This design comes from an exercise in tuning for small area, a short achievable clock period and few clock cycles per item on the open sky130 flow, not from production work.
The RTL was checked by simulation tests, not by an equivalence proof against the original design.

==> flow/design.v (outline; a module is shown in full before it is edited, if it fits) <==
// module mhdg_wrap: 19 lines
// module magnetometer_heading_core: 1726 lines
module magnetometer_heading_core #(
    parameter int CORDIC_STEPS = mhdg_pkg::CORDIC_STEPS_DEF,
    parameter int SAMPLE_WIDTH = mhdg_pkg::SAMPLE_WIDTH_DEF
) (
    input  logic                                i_clk,
    input  logic                                i_rst_n,
    input  logic                                i_s_tvalid,
    output logic                                o_s_tready,
    input  logic [mhdg_pkg::S_TDATA_W-1:0]      i_s_tdata,    
    input  logic                                i_s_tuser,    
    output logic                                o_m_tvalid,
    input  logic                                i_m_tready,
    output logic [mhdg_pkg::M_TDATA_W-1:0]      o_m_tdata,    
    input  logic                                i_cfg_we,
    input  logic [mhdg_pkg::CFG_IDX_W-1:0]      i_cfg_idx,
    input  logic [mhdg_pkg::CFG_DATA_W-1:0]     i_cfg_data
);
  // ...
==> flow/flow/run.sh <==
#!/bin/bash
# The standard layout, except that the port buffers buffer_ports inserts are
# sky130_fd_sc_hd__buf_4 cells rather than the library's default choice.
set -euo pipefail
bash standard.sh 'BUFFER_PORTS_ARGS=-buffer_cell sky130_fd_sc_hd__buf_4' finish > standard_sh.log 2>&1
==> flow/standard.sh <==
#!/bin/bash
# synth_recipe.tcl (not shown) runs the flow's synth.tcl, then flattens the netlist and writes it again
# the make line also repeats each setting of config.mk as NAME=value (left out here)
make -C /OpenROAD-flow-scripts/flow DESIGN_CONFIG=/design/flow/config.mk WORK_HOME=/design/flow/orfs CLKGATE_MAP_FILE= SYNTH_SCRIPT=/design/flow/synth_recipe.tcl "${@:-finish}"
==> flow/config.mk <==
export PLATFORM = sky130hd
export DESIGN_NAME = magnetometer_heading_core
export DESIGN_NICKNAME = magnetometer_heading_core
export VERILOG_FILES = /design/flow/design.v
export SDC_FILE = /design/flow/constraint.sdc
export NUM_CORES = 4
export LEC_CHECK = 0
export ABC_AREA = 1
export CAP_MARGIN = 20
export CORE_MARGIN = 2
export CORE_UTILIZATION = 40
export GPL_TIMING_DRIVEN = 0
export SLEW_MARGIN = 20
==> flow/constraint.sdc <==
create_clock -name core_clock -period 13.0 [get_ports {i_clk}]
set_input_delay 2.6000 -clock core_clock [delete_from_list [all_inputs] [get_ports {i_clk}]]
set_output_delay 2.6000 -clock core_clock [all_outputs]
set_load 0.01 [all_outputs]
==> impl_metrics.csv, run 1 <==
group,metric,value,unit
cells_and_area,drive_above_1_share,4.89,%
floorplan,rows,181,
routing,wl,266000,µm
status,status,"timing/DRC/antenna clean",
sta,setup_ws,8800,ps
synth,ys_ff_latch,1356,
synth,synth-edff-count,1166,
clocking,cts_buffers,156,
clocking,cts_setup_buffers,0,
global_route,met3_usage,3.02,%
sta,hold_violations,0,
setup_path,worstSetupEndpoint,"o_m_tvalid",
global_route,grt_pass1_vias,73000,
cells_and_area,buffer_area_share,2.33,%
routing,vias,73200,
cells_and_area,seq_area,38800,µm²
cells_and_area,nNonClkInverters,1312,
clocking,cts-resized-gates,0,
setup_path,rr_worst_depth,12,
sta,worst_slew_pin_slew,1200,ps
hold_path,hold_depth,0,
cells_and_area,fin_util,44.5,%
Testbench counts, summed over its fixed seeds: cycles 4,080, items 3,072.
==> inputs of run 2 (changes only) <==
--- a/flow/design.v
+++ b/flow/design.v
@@ -184,17 +184,16 @@
     logic [0:0] w2_sx;
     logic [15:0] w2_my;
     logic [0:0] w2_sy;
     logic [24:0] w3_x_1;
     logic [24:0] w3_y_1;
     logic [0:0] w3_d_0;
     logic [0:0] w3_qp;
     logic [0:0] w3_qn;
-    logic [0:0] w3_zero;
     logic [0:0] w4_d_1;
     logic [24:0] w4_y_2;
     logic [24:0] w4_x_2;
     logic [0:0] w5_d_2;
     logic [23:0] w5_y_3;
     logic [24:0] w5_x_3;
     logic [0:0] w6_d_3;
     logic [21:0] w6_y_4;
@@ -212,16 +211,17 @@
     logic [18:0] w10_y_8;
     logic [24:0] w10_x_8;
     logic [0:0] w11_d_8;
     logic [17:0] w11_y_9;
     logic [24:0] w11_x_9;
     logic [0:0] w12_d_9;
     logic [16:0] w12_y_10;
     logic [24:0] w12_x_10;
+    logic [0:0] w12_zero;
     logic [0:0] w13_d_10;
     logic [15:0] w13_y_11;
     logic [24:0] w13_x_11;
     logic [0:0] w14_d_11;
     logic [14:0] w14_y_12;
     logic [24:0] w14_x_12;
     logic [0:0] w15_d_12;
     logic [13:0] w15_y_13;
@@ -259,193 +259,184 @@
     logic [15:0] r3_my;
     logic [0:0] r3_sy;
     logic [0:0] r4_op;
     logic [16:0] r4_x_1;
     logic [16:0] r4_y_1;
     logic [0:0] r4_d_0;
     logic [0:0] r4_qp;
     logic [0:0] r4_qn;
-    logic [0:0] r4_zero;
     logic [0:0] r5_op;
     logic [0:0] r5_d_0;
     logic [0:0] r5_qp;
     logic [0:0] r5_qn;
-    logic [0:0] r5_zero;
     logic [0:0] r5_d_1;
     logic [17:0] r5_y_2;
     logic [17:0] r5_x_2;
     logic [0:0] r6_op;
     logic [0:0] r6_d_0;
     logic [0:0] r6_qp;
     logic [0:0] r6_qn;
-    logic [0:0] r6_zero;
     logic [0:0] r6_d_1;
     logic [0:0] r6_d_2;
     logic [18:0] r6_y_3;
     logic [19:0] r6_x_3;
     logic [0:0] r7_op;
     logic [0:0] r7_d_0;
     logic [0:0] r7_qp;
     logic [0:0] r7_qn;
-    logic [0:0] r7_zero;
     logic [0:0] r7_d_1;
     logic [0:0] r7_d_2;
     logic [0:0] r7_d_3;
     logic [19:0] r7_y_4;
     logic [22:0] r7_x_4;
     logic [0:0] r8_op;
     logic [0:0] r8_d_0;
     logic [0:0] r8_qp;
     logic [0:0] r8_qn;
-    logic [0:0] r8_zero;
     logic [0:0] r8_d_1;
     logic [0:0] r8_d_2;
     logic [0:0] r8_d_3;
     logic [0:0] r8_d_4;
     logic [21:0] r8_y_5;
     logic [24:0] r8_x_5;
     logic [0:0] r9_op;
     logic [0:0] r9_d_0;
     logic [0:0] r9_qp;
     logic [0:0] r9_qn;
-    logic [0:0] r9_zero;
     logic [0:0] r9_d_1;
     logic [0:0] r9_d_2;
     logic [0:0] r9_d_3;
     logic [0:0] r9_d_4;
     logic [0:0] r9_d_5;
     logic [20:0] r9_y_6;
     logic [24:0] r9_x_6;
     logic [0:0] r10_op;
     logic [0:0] r10_d_0;
     logic [0:0] r10_qp;
     logic [0:0] r10_qn;
-    logic [0:0] r10_zero;
     logic [0:0] r10_d_1;
     logic [0:0] r10_d_2;
     logic [0:0] r10_d_3;
     logic [0:0] r10_d_4;
     logic [0:0] r10_d_5;
     logic [0:0] r10_d_6;
     logic [19:0] r10_y_7;
     logic [24:0] r10_x_7;
     logic [0:0] r11_op;
     logic [0:0] r11_d_0;
     logic [0:0] r11_qp;
     logic [0:0] r11_qn;
-    logic [0:0] r11_zero;
     logic [0:0] r11_d_1;
     logic [0:0] r11_d_2;
     logic [0:0] r11_d_3;
     logic [0:0] r11_d_4;
     logic [0:0] r11_d_5;
     logic [0:0] r11_d_6;
     logic [0:0] r11_d_7;
     logic [18:0] r11_y_8;
     logic [24:0] r11_x_8;
     logic [0:0] r12_op;
     logic [0:0] r12_d_0;
     logic [0:0] r12_qp;
     logic [0:0] r12_qn;
-    logic [0:0] r12_zero;
     logic [0:0] r12_d_1;
     logic [0:0] r12_d_2;
     logic [0:0] r12_d_3;
     logic [0:0] r12_d_4;
     logic [0:0] r12_d_5;
     logic [0:0] r12_d_6;
     logic [0:0] r12_d_7;
     logic [0:0] r12_d_8;
     logic [17:0] r12_y_9;
     logic [24:0] r12_x_9;
     logic [0:0] r13_op;
     logic [0:0] r13_d_0;
     logic [0:0] r13_qp;
     logic [0:0] r13_qn;
-    logic [0:0] r13_zero;
     logic [0:0] r13_d_1;
     logic [0:0] r13_d_2;
     logic [0:0] r13_d_3;
     logic [0:0] r13_d_4;
     logic [0:0] r13_d_5;
     logic [0:0] r13_d_6;
     logic [0:0] r13_d_7;
     logic [0:0] r13_d_8;
     logic [0:0] r13_d_9;
     logic [16:0] r13_y_10;
     logic [24:0] r13_x_10;
+    logic [0:0] r13_zero;
     logic [0:0] r14_op;
     logic [0:0] r14_d_0;
     logic [0:0] r14_qp;
     logic [0:0] r14_qn;
-    logic [0:0] r14_zero;
     logic [0:0] r14_d_1;
     logic [0:0] r14_d_2;
     logic [0:0] r14_d_3;
     logic [0:0] r14_d_4;
     logic [0:0] r14_d_5;
     logic [0:0] r14_d_6;
     logic [0:0] r14_d_7;
     logic [0:0] r14_d_8;
     logic [0:0] r14_d_9;
+    logic [0:0] r14_zero;
     logic [0:0] r14_d_10;
     logic [15:0] r14_y_11;
     logic [24:0] r14_x_11;
     logic [0:0] r15_op;
     logic [0:0] r15_d_0;
     logic [0:0] r15_qp;
     logic [0:0] r15_qn;
-    logic [0:0] r15_zero;
     logic [0:0] r15_d_1;
     logic [0:0] r15_d_2;
     logic [0:0] r15_d_3;
     logic [0:0] r15_d_4;
     logic [0:0] r15_d_5;
     logic [0:0] r15_d_6;
     logic [0:0] r15_d_7;
     logic [0:0] r15_d_8;
     logic [0:0] r15_d_9;
+    logic [0:0] r15_zero;
     logic [0:0] r15_d_10;
     logic [0:0] r15_d_11;
     logic [14:0] r15_y_12;
     logic [24:0] r15_x_12;
     logic [0:0] r16_op;
     logic [0:0] r16_d_0;
     logic [0:0] r16_qp;
     logic [0:0] r16_qn;
-    logic [0:0] r16_zero;
     logic [0:0] r16_d_1;
     logic [0:0] r16_d_2;
     logic [0:0] r16_d_3;
     logic [0:0] r16_d_4;
     logic [0:0] r16_d_5;
     logic [0:0] r16_d_6;
     logic [0:0] r16_d_7;
     logic [0:0] r16_d_8;
     logic [0:0] r16_d_9;
+    logic [0:0] r16_zero;
     logic [0:0] r16_d_10;
     logic [0:0] r16_d_11;
     logic [0:0] r16_d_12;
     logic [13:0] r16_y_13;
     logic [24:0] r16_x_13;
     logic [0:0] r17_op;
     logic [0:0] r17_d_0;
     logic [0:0] r17_qp;
     logic [0:0] r17_qn;
-    logic [0:0] r17_zero;
     logic [0:0] r17_d_1;
     logic [0:0] r17_d_2;
     logic [0:0] r17_d_3;
     logic [0:0] r17_d_4;
     logic [0:0] r17_d_5;
     logic [0:0] r17_d_6;
     logic [0:0] r17_d_7;
     logic [0:0] r17_d_8;
     logic [0:0] r17_d_9;
+    logic [0:0] r17_zero;
     logic [0:0] r17_d_10;
     logic [0:0] r17_d_11;
     logic [0:0] r17_d_12;
     logic [0:0] r17_d_13;
     logic [12:0] r17_y_14;
     logic [24:0] r17_x_14;
     logic [0:0] r18_op;
     logic [0:0] r18_zero;
@@ -1203,17 +1194,16 @@
     wire [16:0] w3_sm = {1'b0, r3_mx} + {1'b0, r3_my};
     wire [16:0] w3_dxy = {1'b0, r3_mx} - {1'b0, r3_my};
     wire [16:0] w3_dyx = {1'b0, r3_my} - {1'b0, r3_mx};
     assign w3_x_1 = {w3_sm, 8'd0};
     assign w3_y_1 = {(w3_vsx ^ r_swap ^ w3_vsy) ? w3_dxy : w3_dyx, 8'd0};
     assign w3_d_0 = !w3_vsy;
     assign w3_qp = w3_vsx && !w3_vsy;
     assign w3_qn = w3_vsx && w3_vsy;
-    assign w3_zero = (r3_mx == 16'd0) && (r3_my == 16'd0);
     wire [24:0] s4_x_1 = {r4_x_1, 8'd0};
     wire [24:0] s4_y_1 = {r4_y_1, 8'd0};
     assign w4_d_1 = !s4_y_1[24];
     wire [24:0] w4_xs = {{1{1'b0}}, s4_x_1[24:1]};
     wire [24:0] w4_yl = s4_y_1[24:0];
     wire [25:0] w4_ya = {w4_yl, 1'b1} + {w4_xs ^ {25{w4_d_1}}, w4_d_1};
     assign w4_y_2 = w4_ya[25:1];
     wire [24:0] w4_ys = {{1{s4_y_1[24]}}, s4_y_1[24:1]};
@@ -1281,16 +1271,17 @@
     wire [24:0] w11_ys = {{14{r11_y_8[18]}}, r11_y_8[18:8]};
     wire [25:0] w11_xa = {r11_x_8, 1'b1} + {w11_ys ^ {25{!w11_d_8}}, !w11_d_8};
     assign w11_x_9 = w11_xa[25:1];
     assign w12_d_9 = !r12_y_9[17];
     wire [16:0] w12_xs = {{1{1'b0}}, r12_x_9[24:9]};
     wire [16:0] w12_yl = r12_y_9[16:0];
     wire [17:0] w12_ya = {w12_yl, 1'b1} + {w12_xs ^ {17{w12_d_9}}, w12_d_9};
     assign w12_y_10 = w12_ya[17:1];
+    assign w12_zero = (r12_x_9[24:8] == 17'd0);
     wire [24:0] w12_ys = {{16{r12_y_9[17]}}, r12_y_9[17:9]};
     wire [25:0] w12_xa = {r12_x_9, 1'b1} + {w12_ys ^ {25{!w12_d_9}}, !w12_d_9};
     assign w12_x_10 = w12_xa[25:1];
     assign w13_d_10 = !r13_y_10[16];
     wire [15:0] w13_xs = {{1{1'b0}}, r13_x_10[24:10]};
     wire [15:0] w13_yl = r13_y_10[15:0];
     wire [16:0] w13_ya = {w13_yl, 1'b1} + {w13_xs ^ {16{w13_d_10}}, w13_d_10};
     assign w13_y_11 = w13_ya[16:1];
@@ -1529,193 +1520,184 @@
             r3_my <= w2_my;
             r3_sy <= w2_sy;
             r4_op <= r3_op;
             r4_x_1 <= w3_x_1[24:8];
             r4_y_1 <= w3_y_1[24:8];
             r4_d_0 <= w3_d_0;
             r4_qp <= w3_qp;
             r4_qn <= w3_qn;
-            r4_zero <= w3_zero;
             r5_op <= r4_op;
             r5_d_0 <= r4_d_0;
             r5_qp <= r4_qp;
             r5_qn <= r4_qn;
-            r5_zero <= r4_zero;
             r5_d_1 <= w4_d_1;
             r5_y_2 <= w4_y_2[24:7];
             r5_x_2 <= w4_x_2[24:7];
             r6_op <= r5_op;
             r6_d_0 <= r5_d_0;
             r6_qp <= r5_qp;
             r6_qn <= r5_qn;
-            r6_zero <= r5_zero;
             r6_d_1 <= r5_d_1;
             r6_d_2 <= w5_d_2;
             r6_y_3 <= w5_y_3[23:5];
             r6_x_3 <= w5_x_3[24:5];
             r7_op <= r6_op;
             r7_d_0 <= r6_d_0;
             r7_qp <= r6_qp;
             r7_qn <= r6_qn;
-            r7_zero <= r6_zero;
             r7_d_1 <= r6_d_1;
             r7_d_2 <= r6_d_2;
             r7_d_3 <= w6_d_3;
             r7_y_4 <= w6_y_4[21:2];
             r7_x_4 <= w6_x_4[24:2];
             r8_op <= r7_op;
             r8_d_0 <= r7_d_0;
             r8_qp <= r7_qp;
             r8_qn <= r7_qn;
-            r8_zero <= r7_zero;
             r8_d_1 <= r7_d_1;
             r8_d_2 <= r7_d_2;
             r8_d_3 <= r7_d_3;
             r8_d_4 <= w7_d_4;
             r8_y_5 <= w7_y_5;
             r8_x_5 <= w7_x_5;
             r9_op <= r8_op;
             r9_d_0 <= r8_d_0;
             r9_qp <= r8_qp;
             r9_qn <= r8_qn;
-            r9_zero <= r8_zero;
             r9_d_1 <= r8_d_1;
             r9_d_2 <= r8_d_2;
             r9_d_3 <= r8_d_3;
             r9_d_4 <= r8_d_4;
             r9_d_5 <= w8_d_5;
             r9_y_6 <= w8_y_6;
             r9_x_6 <= w8_x_6;
             r10_op <= r9_op;
             r10_d_0 <= r9_d_0;
             r10_qp <= r9_qp;
             r10_qn <= r9_qn;
-            r10_zero <= r9_zero;
             r10_d_1 <= r9_d_1;
             r10_d_2 <= r9_d_2;
             r10_d_3 <= r9_d_3;
             r10_d_4 <= r9_d_4;
             r10_d_5 <= r9_d_5;
             r10_d_6 <= w9_d_6;
             r10_y_7 <= w9_y_7;
             r10_x_7 <= w9_x_7;
             r11_op <= r10_op;
             r11_d_0 <= r10_d_0;
             r11_qp <= r10_qp;
             r11_qn <= r10_qn;
-            r11_zero <= r10_zero;
             r11_d_1 <= r10_d_1;
             r11_d_2 <= r10_d_2;
             r11_d_3 <= r10_d_3;
             r11_d_4 <= r10_d_4;
             r11_d_5 <= r10_d_5;
             r11_d_6 <= r10_d_6;
             r11_d_7 <= w10_d_7;
             r11_y_8 <= w10_y_8;
             r11_x_8 <= w10_x_8;
             r12_op <= r11_op;
             r12_d_0 <= r11_d_0;
             r12_qp <= r11_qp;
             r12_qn <= r11_qn;
-            r12_zero <= r11_zero;
             r12_d_1 <= r11_d_1;
             r12_d_2 <= r11_d_2;
             r12_d_3 <= r11_d_3;
             r12_d_4 <= r11_d_4;
             r12_d_5 <= r11_d_5;
             r12_d_6 <= r11_d_6;
             r12_d_7 <= r11_d_7;
             r12_d_8 <= w11_d_8;
             r12_y_9 <= w11_y_9;
             r12_x_9 <= w11_x_9;
             r13_op <= r12_op;
             r13_d_0 <= r12_d_0;
             r13_qp <= r12_qp;
             r13_qn <= r12_qn;
-            r13_zero <= r12_zero;
             r13_d_1 <= r12_d_1;
             r13_d_2 <= r12_d_2;
             r13_d_3 <= r12_d_3;
             r13_d_4 <= r12_d_4;
             r13_d_5 <= r12_d_5;
             r13_d_6 <= r12_d_6;
             r13_d_7 <= r12_d_7;
             r13_d_8 <= r12_d_8;
             r13_d_9 <= w12_d_9;
             r13_y_10 <= w12_y_10;
             r13_x_10 <= w12_x_10;
+            r13_zero <= w12_zero;
             r14_op <= r13_op;
             r14_d_0 <= r13_d_0;
             r14_qp <= r13_qp;
             r14_qn <= r13_qn;
-            r14_zero <= r13_zero;
             r14_d_1 <= r13_d_1;
             r14_d_2 <= r13_d_2;
             r14_d_3 <= r13_d_3;
             r14_d_4 <= r13_d_4;
             r14_d_5 <= r13_d_5;
             r14_d_6 <= r13_d_6;
             r14_d_7 <= r13_d_7;
             r14_d_8 <= r13_d_8;
             r14_d_9 <= r13_d_9;
+            r14_zero <= r13_zero;
             r14_d_10 <= w13_d_10;
             r14_y_11 <= w13_y_11;
             r14_x_11 <= w13_x_11;
             r15_op <= r14_op;
             r15_d_0 <= r14_d_0;
             r15_qp <= r14_qp;
             r15_qn <= r14_qn;
-            r15_zero <= r14_zero;
             r15_d_1 <= r14_d_1;
             r15_d_2 <= r14_d_2;
             r15_d_3 <= r14_d_3;
             r15_d_4 <= r14_d_4;
             r15_d_5 <= r14_d_5;
             r15_d_6 <= r14_d_6;
             r15_d_7 <= r14_d_7;
             r15_d_8 <= r14_d_8;
             r15_d_9 <= r14_d_9;
+            r15_zero <= r14_zero;
             r15_d_10 <= r14_d_10;
             r15_d_11 <= w14_d_11;
             r15_y_12 <= w14_y_12;
             r15_x_12 <= w14_x_12;
             r16_op <= r15_op;
             r16_d_0 <= r15_d_0;
             r16_qp <= r15_qp;
             r16_qn <= r15_qn;
-            r16_zero <= r15_zero;
             r16_d_1 <= r15_d_1;
             r16_d_2 <= r15_d_2;
             r16_d_3 <= r15_d_3;
             r16_d_4 <= r15_d_4;
             r16_d_5 <= r15_d_5;
             r16_d_6 <= r15_d_6;
             r16_d_7 <= r15_d_7;
             r16_d_8 <= r15_d_8;
             r16_d_9 <= r15_d_9;
+            r16_zero <= r15_zero;
             r16_d_10 <= r15_d_10;
             r16_d_11 <= r15_d_11;
             r16_d_12 <= w15_d_12;
             r16_y_13 <= w15_y_13;
             r16_x_13 <= w15_x_13;
             r17_op <= r16_op;
             r17_d_0 <= r16_d_0;
             r17_qp <= r16_qp;
             r17_qn <= r16_qn;
-            r17_zero <= r16_zero;
             r17_d_1 <= r16_d_1;
             r17_d_2 <= r16_d_2;
             r17_d_3 <= r16_d_3;
             r17_d_4 <= r16_d_4;
             r17_d_5 <= r16_d_5;
             r17_d_6 <= r16_d_6;
             r17_d_7 <= r16_d_7;
             r17_d_8 <= r16_d_8;
             r17_d_9 <= r16_d_9;
+            r17_zero <= r16_zero;
             r17_d_10 <= r16_d_10;
             r17_d_11 <= r16_d_11;
             r17_d_12 <= r16_d_12;
             r17_d_13 <= w16_d_13;
             r17_y_14 <= w16_y_14;
             r17_x_14 <= w16_x_14;
             r18_op <= r17_op;
             r18_zero <= r17_zero;
==> flow/config.mk (replaced) <==
export PLATFORM = sky130hd
export DESIGN_NAME = magnetometer_heading_core
export DESIGN_NICKNAME = magnetometer_heading_core
export VERILOG_FILES = /design/flow/design.v
export SDC_FILE = /design/flow/constraint.sdc
export NUM_CORES = 4
export LEC_CHECK = 0
export ABC_AREA = 1
export CAP_MARGIN = 20
export CORE_MARGIN = 2
export CORE_UTILIZATION = 55
export GPL_TIMING_DRIVEN = 0
export SLEW_MARGIN = 20
==> run 2 against run 1 <==
Net effect:
- still clean on timing, DRC and antenna
- global-route usage rose by 7.7 points
- wire length down 1.1%
- cell count fell by 6.1%
- hold slack improved by 12 ps
- non-clock buffer count up 4
- area after synthesis fell by 0.38%
- via count up 0.57%
- synthesized cell count is essentially flat
- critical endpoint is now r15_y_12[12]
- highest routed layer unchanged
==> impl_metrics.csv, run 2 <==
group,metric,value,unit
cells_and_area,final_common_cell,"nand2_1",
setup_path,r2r_end,"r15_y_12[12]",
clocking,cts.clk_slew.worst_paths,60,ps
synth,syn_inst,10500,
synth,async_flop_share,0,%
synth,ys.flop_type,"edfxtp_1",
routing,wl,263000,µm
setup_path,r2r_start,"r14_y_11[15]",
synth,ys_warn_count,2,
clocking,cts-resized-gates,0,
synth,synthesis.area,97300,µm²
floorplan,die_w,425,µm
setup_path,crit_path_end_kind,"flip-flop",
cells_and_area,seq_area,38600,µm²
floorplan,io_pins,91,
hold_path,hold_start,"r15_d_1",
sta,drv_slew,0,
place,place_area,101000,µm²
global_route,antenna_found_initial,4,
sta,setup_ws,8650,ps
sta,post-route-period-util,33.4,%
sta,period_minus_slack,4350,ps
cells_and_area,postLayoutCellArea,107000,µm²
floorplan,dieArea,180000,µm²
clocking,insertion_delay,820,ps
routing,dr.pass1.iters,9,
cells_and_area,num-fill-cells,15100,
cells_and_area,reg.largest.list,"r2_rax: 40 flops, r2_ray: 40 flops",
global_route,grtUsageMet2,47.7,%
synth,synth_top_area_share,35.7,%
routing,route.detailed.wl_per_inst,19.9,µm
clocking,htreeDepth,4,
synth,synthTopCellsByArea,"edfxtp_1 (36%), ha_1 (9.6%), xor2_1 (8.6%)",
clocking,cts_tree,"done",
sta,fin_skew,36.3,ps
hold_path,hold_depth,0,
routing,via_per_inst,5.55,
cells_and_area,synthToLayoutAreaGrowth,9.71,%
clocking,ctsHoldBuffers,0,
setup_path,worstPathRequired,13540,ps
global_route,grt_busiest_layer,"met2",
synth,yosysMostFrequentCell,"nand2_1",
hold_path,holdPathEnd,"r16_d_1",
clocking,clockBufferDepth,3,
sta,hold_violations,0,
status,status,"timing/DRC/antenna clean",
sta,slew_headroom,25.5,%
place,detailedPlace.worstSlack,8000,ps
setup_path,crit_type,"reg -> reg",
setup_path,crit_arrival,4890,ps
clocking,cts_buffers,154,
run,maxCapViolations,0,
synth,ys_ff_latch,1347,
place,portBuffers,84,
hold_path,min_path_type,"reg -> reg",
sta,worst_slew_pin_slew,1120,ps
synth,yosys.area.top_type,"edfxtp_1",
synth,yosys-top-cells-count,"nand2_1 (1807), inv_1 (1265), edfxtp_1 (1157)",
sta,rsz0062_at_grt,"no",
place,gp_routability_congestion,0.975,
global_route,grt_pass1_vias,71600,
synth,synth-edff-count,1157,
floorplan,die_h,425,µm
setup_path,worstPathMaxFanout,10,
floorplan,rows,154,
cells_and_area,multi_input_area,52400,µm²
setup_path,rr_worst_depth,14,
setup_path,start_kind,"flip-flop",
routing,drt_iter0_drc,5805,
cells_and_area,drive_above_1_share,4.84,%
synth,ys_types,72,
global_route,met1_usage,37.5,%
routing,final_antenna_net_count,0,
setup_path,r2r_slack,8650,ps
floorplan,fp.coreArea,176000,µm²
clocking,root_buffer,"clkbuf_16",
routing,drc,0,
synth,syn_avg_cell_area,9.25,µm²
global_route,grt_usage,28.7,%
cells_and_area,layout_common_cells,"nand2_1 (1807), inv_1 (1265), edfxtp_1 (1157)",
global_route,met3_usage,4.36,%
place,dpl.hpwl,211000,µm
sta,finalSetupViolCount,0,
cells_and_area,finalNetCount,12000,
routing,vias,73600,
global_route,grt_max_degree,62,
sta,max_freq,230,MHz
global_route,grt_remaining_overflow,0,
floorplan,start_util,55.3,%
global_route,grt_pass1_wl,405000,µm
clocking,cts_sinks,1347,
synth,yosysSeqAreaShare,39.6,%
clocking,cts_setup_buffers,0,
## run 2: changes by cell type in the layout (fill, tap and decap cells not counted), moves of 9 or more
| cell | delta |
|---|---|
| inv_1 | +27 |
| nand3_1 | +24 |
| nor2_1 | -19 |
| nand3b_1 | -17 |
| clkbuf_1 | +16 |
| xor2_1 | +13 |
| a21o_1 | -10 |
| nand2_1 | +10 |
| edfxtp_1 | -9 |
| o21ai_2 | +9 |
## run 2: critical path: stages (launching register included)
cell and delay [ps]:
edfxtp_1 320, buf_4 160, clkbuf_1 510, clkbuf_1 610, xnor2_1 160, ha_1 350, nand2_1 80, nor2_1 40
a211oi_1 290, o21ai_0 210, a21boi_0 440, o21ai_0 240, a21boi_0 360, o21ai_0 160, xor2_1 150
## run 2: area by class of cell
type,instances,share of cell area [%]
tap,2340,2.74
multi-input combinational,7529,49.1
clock inverter,91,1.06
timing repair buffer,105,1.12
clock buffer,195,3.90
sequential,1347,36.1
inverter,1336,4.70
antenna,2,0.00469
buffer,315,1.24
## run 2: cell families (layout without fill, tap and decap cells)
group / after synthesis / in the layout / share of synthesized area (%)
DFF: 1347 / 1347 / 39.6
and+or+nand+nor: 3126 / 3126 / 13.4
other: 1 / 8 / 0.00385
xor gates and xnor gates: 1389 / 1389 / 12.5
muxes: 1 / 1 / 0.0103
adders and majority gates: 1105 / 1105 / 17.0
AOI/OAI and AO/OA: 1902 / 1902 / 11.0
buffers and inverters: 1651 / 2042 / 6.52
## run 2: how the worst max path moves through the flow
stage                             from               end  slack (ps)  cells after the start
after floorplan                  r_adv  r_zero_offset[8]        3130                      4
after global placement           r_adv  r_zero_offset[8]        -690                      4
after detailed placement       i_rst_n       r_bias_y[7]        8000                      5
after CTS                   r4_y_1[16]        r5_y_2[15]        8710                     13
after global routing        r4_y_1[16]        r5_y_2[15]        8240                     13
final                     r14_y_11[15]      r15_y_12[12]        8650                     14
## run 2: routing by layer
| metal | up-vias | routed length [µm] |
|---|---|---|
| met4 | 2 | 11800 |
| met3 | 561 | 15000 |
| li1 | 35900 | - |
| met1 | 34900 | 113000 |
| met2 | 2239 | 124000 |
| met5 | - | 13 |
## run 2: per-stage QoR
step	cells	util [%]	TNS (ps)	hold slack, ps
3_5_place_dp	13000	57.7	0	405
4_1_cts	13300	60.7	0	409
3_3_place_gp	13000	57.3	-5460	401
6_report	13300	60.7	0	411
2_1_floorplan	10500	-	0	400
5_1_grt	13300	60.7	0	412
Testbench counts of run 2, summed over its fixed seeds: cycles 4,080, items 3,072.
==> inputs of run 3 (changes only) <==
--- a/flow/config.mk
+++ b/flow/config.mk
@@ -9,5 +9,5 @@
 export CAP_MARGIN = 20
 export CORE_MARGIN = 2
-export CORE_UTILIZATION = 55
+export CORE_UTILIZATION = 40
 export GPL_TIMING_DRIVEN = 0
 export SLEW_MARGIN = 20
==> run 3 against run 2 <==
Net effect:
- sequential share of layout area is 0.38 points lower
- global-route usage is 7.7 points lower
- register-to-register slack worse by 130 ps
- clock skew is 23 ps higher
- design area is 1.1% higher
- flip-flop and latch count stayed put
- hold slack better by 4.3 ps
- critical path depth is 1 lower
- largest cell class unchanged
==> impl_metrics.csv, run 3 <==
group,metric,value,unit
clocking,ctsHoldBuffers,0,
setup_path,rr_worst_depth,13,
floorplan,die_w,497,µm
cells_and_area,multi_input_area,52400,µm²
synth,ys.flop_type,"edfxtp_1",
sta,slew_headroom,21.8,%
sta,max_freq,224,MHz
place,dpl.hpwl,215000,µm
synth,synth-edff-count,1157,
cells_and_area,layout_common_cells,"nand2_1 (1807), inv_1 (1265), edfxtp_1 (1157)",
setup_path,start_kind,"flip-flop",
place,gp_routability_congestion,0.936,
synth,ys_types,72,
place,portBuffers,84,
routing,vias,73100,
sta,setup_ws,8530,ps
global_route,antenna_found_initial,3,
hold_path,hold_depth,0,
sta,worst_slew_pin_slew,1170,ps
setup_path,crit_path_end_kind,"flip-flop",
routing,drc,0,
floorplan,rows,181,
clocking,cts.clk_slew.worst_paths,60,ps
clocking,cts_sinks,1347,
sta,fin_skew,59.4,ps
global_route,grt_remaining_overflow,0,
clocking,htreeDepth,4,
setup_path,worstPathMaxFanout,10,
clocking,insertion_delay,830,ps
routing,dr.pass1.iters,7,
routing,final_antenna_net_count,0,
global_route,grt_max_degree,63,
clocking,cts_buffers,158,
setup_path,crit_arrival,5020,ps
cells_and_area,finalNetCount,12000,
routing,via_per_inst,5.17,
sta,drv_slew,0,
cells_and_area,seq_area,38600,µm²
routing,wl,266000,µm
run,maxCapViolations,0,
global_route,grt_usage,21.0,%
setup_path,crit_type,"reg -> reg",
cells_and_area,drive_above_1_share,4.98,%
synth,yosys-top-cells-count,"nand2_1 (1807), inv_1 (1265), edfxtp_1 (1157)",
sta,holdWs,415,ps
place,detailedPlace.worstSlack,8390,ps
synth,synthTopCellsByArea,"edfxtp_1 (36%), ha_1 (9.6%), xor2_1 (8.6%)",
synth,yosysSeqAreaShare,39.6,%
floorplan,dieArea,247000,µm²
clocking,root_buffer,"clkbuf_16",
synth,ys_warn_count,2,
synth,syn_avg_cell_area,9.25,µm²
routing,route.detailed.wl_per_inst,18.9,µm
clocking,cts_setup_buffers,0,
routing,drt_iter0_drc,5593,
setup_path,worstPathRequired,13550,ps
clocking,clockBufferDepth,3,
cells_and_area,synthToLayoutAreaGrowth,10.9,%
synth,yosysMostFrequentCell,"nand2_1",
status,status,"timing/DRC/antenna clean",
sta,hold_violations,0,
sta,period_minus_slack,4470,ps
floorplan,fp.coreArea,243000,µm²
floorplan,die_h,497,µm
sta,post-route-period-util,34.4,%
synth,ys_ff_latch,1347,
synth,async_flop_share,0,%
synth,syn_inst,10500,
global_route,grt_pass1_wl,412000,µm
floorplan,io_pins,91,
synth,synth_top_area_share,35.7,%
sta,rsz0062_at_grt,"no",
cells_and_area,num-fill-cells,23200,
synth,yosys.area.top_type,"edfxtp_1",
synth,synthesis.area,97300,µm²
clocking,cts_tree,"done",
floorplan,start_util,40.1,%
cells_and_area,final_common_cell,"nand2_1",
sta,finalSetupViolCount,0,
cells_and_area,reg.largest.list,"r2_rax: 40 flops, r2_ray: 40 flops",
global_route,grt_pass1_vias,72900,
clocking,cts-resized-gates,0,
hold_path,min_path_type,"reg -> reg",
==> run 3: cell counts after synthesis <==
No cell type changed its count.
==> run 3: layout make-up <==
| type | count | share of cell area, % |
|---|---|---|
| diodes | 2 | 0.00464 |
| plain buffers | 315 | 1.23 |
| clock buffers | 197 | 3.97 |
| clock inverters | 88 | 0.960 |
| inverters | 1336 | 4.65 |
| multi-input cells | 7529 | 48.6 |
| flip-flops and latches | 1347 | 35.7 |
| well taps | 3202 | 3.71 |
| repair buffers | 108 | 1.13 |
==> run 3: worst paths after layout <==
kind	startpoint	endpoint	slack, ps
max	r4_y_1[16]	r5_x_2[13]	8530
min	r15_d_9	r16_d_9	420
max reg2reg	r4_y_1[16]	r5_x_2[13]	8530
min reg2reg	r15_d_9	r16_d_9	420
==> run 3: kinds of logic after synthesis <==
kind of cell | Yosys count | share of synthesized area [%]
xor gates and xnor gates | 1389 | 12.5
muxes | 1 | 0.0103
other | 1 | 0.00385
adders and majority gates | 1105 | 17.0
buffers and inverters | 1651 | 6.52
DFF | 1347 | 39.6
and+or+nand+nor | 3126 | 13.4
AOI/OAI and AO/OA | 1902 | 11.0
==> run 3: through the flow <==
stage	utilization (%)	cells	instance area [µm²]	TNS, ps
6_report	44.5	14100	108000	0
3_5_place_dp	42.3	13800	103000	0
5_1_grt	44.5	14100	108000	0
2_1_floorplan	-	10500	97300	0
3_3_place_gp	42.0	13800	102000	-8810
4_1_cts	44.5	14100	108000	0
==> run 3: critical path, cell delays in order (launching register included) <==
cell,delay (ps)
edfxtp_1,470
clkbuf_1,600
clkbuf_1,670
xor2_1,160
ha_1,410
nand2_1,100
o21ai_0,330
a21oi_1,200
o21ai_0,400
a21oi_1,210
nor3_1,240
nor2_1,100
o21ai_0,190
xor2_1,100
==> run 3: layer usage <==
layer / vias up / share of wire [%] / global-route usage [%]
met5: - / 0.0049 / 0
met2: 1880 / 47 / 35.3
li1: 35800 / - / -
met3: 438 / 4.7 / 2.47
met1: 34900 / 45 / 28.4
met4: 2 / 3.1 / 6.55

what the ideal ports hide:
How much do the figures lean on ideal ports? The routed layouts below were timed once more, with nothing changed but the port constraints.
Step 1: set_driving_cell puts a clkbuf_16 on i_clk and a buf_2 on each other input, an assumption about the parent block.
Step 2 adds t to the input delays and takes it off the output delays; t is the mean of the earliest and latest rising clock arrival at the registers after step 1. Input paths then give back, and output paths get back, about the clock's delay inside the block.
Three values: ideal ports, drivers, drivers and shift; two values: the first two.
| run | shift t [ns] | slack for setup (ns) | hold slack, ns |
|---|---|---|---|
| run 1 | 0.901 | 8.805 / 8.725 / 8.255 | 0.399 / 0.399 / 0.399 |
| run 2 | 0.893 | 8.655 / 8.655 / 8.047 | 0.411 / 0.411 / 0.411 |
| run 3 | 0.893 | 8.526 / 8.526 / 8.438 | 0.415 / 0.415 / 0.415 |
After both steps every run listed still meets setup and hold. The setup slack of run 2, which loses most, moves by 0.000 ns with the drivers and by -0.608 ns with both steps.
